What follows belongs to an exercise in optimizing a design on an open flow for small area; a production flow would make more cautious choices.
The RTL was checked by simulation tests, not by an equivalence proof against the original design.
Power is estimated from default activity; no workload was simulated.

## run A
// timetag_top
module timetag_top (
	input  wire                     clk,
	input  wire                     rst,
	input  wire [7:0]               cmd_data,
	input  wire                     cmd_wr,
	input  wire [4-1:0]  detectors,
	output logic [4-1:0] laser_en,
	output logic                    rec_valid,
	output logic [31:0]             rec_data
);
Size in the first run: about 330 flip-flops, ~52 I/O pins, ~12000 sq um of cells after synthesis.
Settings: LEC_CHECK=0, CAP_MARGIN=0, CORE_MARGIN=2, CORE_UTILIZATION=60, SLEW_MARGIN=0; clock period 5.0 ns.
standard.sh (not shown) runs the stock make flow with config.mk's settings and CLKGATE_MAP_FILE= SYNTH_SCRIPT=/design/flow/synth_recipe.tcl, a recipe that flattens the netlist after the stock synthesis.
==> flow/flow/run.sh <==
#!/bin/bash
# Layout flow: the standard ORFS flow with an area-oriented ABC mapping
# script, a coarser clock tree and small port buffers. Every other step is
# the standard one.
set -euo pipefail
HERE=$PWD
FLOWDIR=$HERE/flow

# Synthesis script: the standard flow's, with the final ABC call using our script
{
	head -n 1 synth_recipe.tcl
	cat <<'TCL'
proc abc {args} {
  set i [lsearch -exact $args -script]
  if { $i >= 0 } { lset args [expr {$i + 1}] $::env(MY_ABC_SCRIPT) }
  yosys abc {*}$args
}
TCL
	tail -n +2 synth_recipe.tcl
} > my_synth.tcl
export MY_ABC_SCRIPT=$FLOWDIR/abc_area.script

MAKELINE=$(grep '^make ' standard.sh)
MAKELINE=${MAKELINE//SYNTH_SCRIPT=$HERE\/synth_recipe.tcl/SYNTH_SCRIPT=$HERE\/my_synth.tcl}
MAKELINE=${MAKELINE%\"\$\{@:-finish\}\"}
echo "$MAKELINE" > make_cmd.txt

EXTRA=()
if [[ -f $FLOWDIR/extra.sh ]]; then source $FLOWDIR/extra.sh; fi

eval "$MAKELINE" '"${EXTRA[@]}"' finish > make.log 2>&1

RES=$(sed -n 's/.*WORK_HOME=\([^ ]*\).*/\1/p' make_cmd.txt)/results/sky130hd/timetag_top/base
: # left out here: write the final layout as DEF
==> flow/flow/abc_area.script <==
strash
dch
amap -F 10 -A 10
topo
stime -c
dnsize -c
==> flow/flow/extra.sh <==
EXTRA=(
	"ADDER_MAP_FILE="
	"CTS_ARGS=-sink_clustering_enable -repair_clock_nets -sink_clustering_size 24 -sink_clustering_max_diameter 100 -dont_use_dummy_load"
	"BUFFER_PORTS_ARGS=-buffer_cell sky130_fd_sc_hd__buf_1"
)
Input changes introduced in run B (baseline for comparison: run A):
Settings: SLEW_MARGIN: 0 -> 20; CAP_MARGIN: 0 -> 20.
==> flow/flow/abc_area.script <==
strash
dch -f
amap
topo
stime -c
dnsize -c
Results
Going from run A to run B, relative area of non-clock buffer cells in the final design shrinks by 0.48 points.
Comparing run B and run A, the higher register share of the cell area was measured on run A.
In the tables for run B and run A, sum of routed wire length over all layers reads higher with run B.
Count of mapped cells out of synthesis | run B above run A
Run B against run A; die height is up slightly.
In run B the final clock period utilization by the worst path turned out 4.7 points lower than in run A.
Run B reports a higher global router's overall resource usage than run A does.
[compare] base=run A new=run B: met1 wire length +3.8%, peak fanout along the critical path level.
### run B -> run C
Settings: a change of CAP_MARGIN from 20 to 0; a change of SLEW_MARGIN from 20 to 0.
==> flow/flow/abc_area.script <==
strash
dc2
dch
amap -F 10 -A 10
topo
stime -c
dnsize -c
==> flow/flow/extra.sh <==
EXTRA=(
	"ADDER_MAP_FILE="
	"CTS_ARGS=-sink_clustering_enable -repair_clock_nets -sink_clustering_size 16 -sink_clustering_max_diameter 60 -dont_use_dummy_load -buf_list sky130_fd_sc_hd__clkbuf_8"
	"BUFFER_PORTS_ARGS=-buffer_cell sky130_fd_sc_hd__buf_1"
)
- Number of vias in the routed layout went down by a few percent going from run B to run C.
- Maximum frequency: run C vs run B — no meaningful difference
- Area of the die of run C falls short of that of run B slightly.
- Between run B and run C, met1 routed wirelength after detailed routing decreased.
- Against run B, run C comes in 0.24 points lower on initial standard-cell utilization of the core.
- Compared with run B, in run C global-route wire length before repair decreased by 3500 um relative to the old numbers; non-clock buffer count now smaller.
- Going from run B to run C, the worst setup slack after layout was found to have gone down by 0.0070 ns.
Relative to run C, the following input files were edited for run D:
==> flow/flow/extra.sh <==
EXTRA=(
	"ADDER_MAP_FILE="
	"CTS_ARGS=-sink_clustering_enable -repair_clock_nets -sink_clustering_size 24 -sink_clustering_max_diameter 100 -dont_use_dummy_load"
	"BUFFER_PORTS_ARGS=-buffer_cell sky130_fd_sc_hd__buf_1"
)
## What came out
Global-route wire length before repair: run D vs run C down about 0.65%
On power consumed by the clock network, the higher figure sits with run D, not run C.
Via count of the routed design delta for run D relative to run C: 1.0% lower

Another version of the RTL of timetag_top (not shown whole).
Size in the first run: about 980 cells after synthesis, roughly 330 flip-flops.
==> flow/config.mk <==
export PLATFORM = sky130hd
export DESIGN_NAME = timetag_top
export DESIGN_NICKNAME = timetag_top
export VERILOG_FILES = /design/flow/design.v
export SDC_FILE = /design/flow/constraint.sdc
export NUM_CORES = 4
export LEC_CHECK = 0
export CAP_MARGIN = 0
export CORE_MARGIN = 2
export CORE_UTILIZATION = 60
export GPL_TIMING_DRIVEN = 0
export SLEW_MARGIN = 0
==> flow/constraint.sdc <==
create_clock -name core_clock -period 5.0 [get_ports {clk}]
set_input_delay 1.0000 -clock core_clock [delete_from_list [all_inputs] [get_ports {clk}]]
set_output_delay 1.0000 -clock core_clock [all_outputs]
set_load 0.01 [all_outputs]
==> flow/flow/abc_area.script <==
strash
dc2
dch
amap -F 10 -A 10
topo
stime -c
dnsize -c
==> flow/flow/extra.sh <==
EXTRA=(
	"ADDER_MAP_FILE="
	"CTS_ARGS=-sink_clustering_enable -repair_clock_nets -sink_clustering_size 10 -sink_clustering_max_diameter 50 -dont_use_dummy_load -buf_list sky130_fd_sc_hd__clkbuf_4"
	"BUFFER_PORTS_ARGS=-buffer_cell sky130_fd_sc_hd__buf_1"
)
Scripts as last shown in full above: flow/flow/run.sh
The first run ran to the end with no violations.
==> next run, changes <==
==> flow/flow/extra.sh (replaced) <==
EXTRA=(
	"ADDER_MAP_FILE="
	"CTS_ARGS=-sink_clustering_enable -repair_clock_nets -sink_clustering_size 16 -sink_clustering_max_diameter 60 -dont_use_dummy_load -buf_list {sky130_fd_sc_hd__clkbuf_4 sky130_fd_sc_hd__clkbuf_8}"
	"BUFFER_PORTS_ARGS=-buffer_cell sky130_fd_sc_hd__buf_1"
)
Outcome: Total power is higher by 1.3%; critical path depth is higher by 1; final area is about the same; die area is unchanged; maximum frequency is lower by about 0.7%; setup slack degrades by 0.031 ns; sequential power stays flat; via count hardly moves; hold slack improves by 0.0054 ns; combinational power is about the same.

timetag_top again, from the RTL that the note above started with.
export LEC_CHECK = 0
export CAP_MARGIN = 0
export CORE_MARGIN = 2
export CORE_UTILIZATION = 60
export GPL_TIMING_DRIVEN = 0
export SLEW_MARGIN = 0
create_clock -name core_clock -period 5.0 [get_ports {clk}]
==> flow/flow/extra.sh <==
EXTRA=(
	"ADDER_MAP_FILE="
	"CTS_ARGS=-sink_clustering_enable -repair_clock_nets -sink_clustering_size 16 -sink_clustering_max_diameter 60 -dont_use_dummy_load -buf_list sky130_fd_sc_hd__clkbuf_8"
	"BUFFER_PORTS_ARGS=-buffer_cell sky130_fd_sc_hd__buf_1"
)
Scripts as last shown in full above: flow/flow/run.sh, flow/flow/abc_area.script
The first run finished with timing, DRC and antenna clean.
Next try:
Settings changed: CORE_UTILIZATION 60 to 70.
Outcome:
- setup slack got worse by 0.012 ns
- wire length shrinks by 1.3%
- total power goes down by about 0.4%
- utilization rose by 11 points
- cell area goes down by 0.57%
- die area decreases by 14%
- cell count falls by 3.5%
- sequential power is about the same
- critical path depth is unchanged

afterwards: timing with drivers on the ports:
No port has a modelled driver above. Below, the same layouts with a new extraction and two added sets of constraints.
Step 1 sets driving cells, clkbuf_16 on the clock port and buf_2 on the other inputs (assumed; they add their load-dependent delay and slew).
Step 2 moves the port delays by t, midway between the first and last clock arrival at a register: inputs arrive t later, outputs are due t later. That takes back most of the time a late clock gives input paths.
Three values: no drivers, after step 1, after step 2; two values: the first two.
| run | shift t [ns] | setup WS [ns] | worst setup path after step 2 | worst data-port slew with drivers (ns) |
|---|---|---|---|---|
| run A | 0.532 | 0.294 / 0.248 / 0.781 | register to output | 0.03 |
| run B | 0.538 | 0.529 / 0.481 / 0.934 | register to register | 0.03 |
| run C | 0.579 | 0.522 / 0.482 / 1.061 | register to output | 0.03 |
| run D | 0.528 | 0.481 / 0.435 / 0.963 | register to output | 0.03 |
| the first run of note 2 | 0.645 | 0.535 / 0.496 / 0.812 | input to register | 0.03 |
| the second run of note 2 | 0.571 | 0.504 / 0.462 / 0.843 | input to register | 0.03 |
| the first run of note 3 | 0.571 | 0.504 / 0.462 / 0.843 | input to register | 0.03 |
| the second run of note 3 | 0.577 | 0.492 / 0.453 / 0.863 | input to register | 0.03 |
After both steps setup and hold are still met in every run listed.
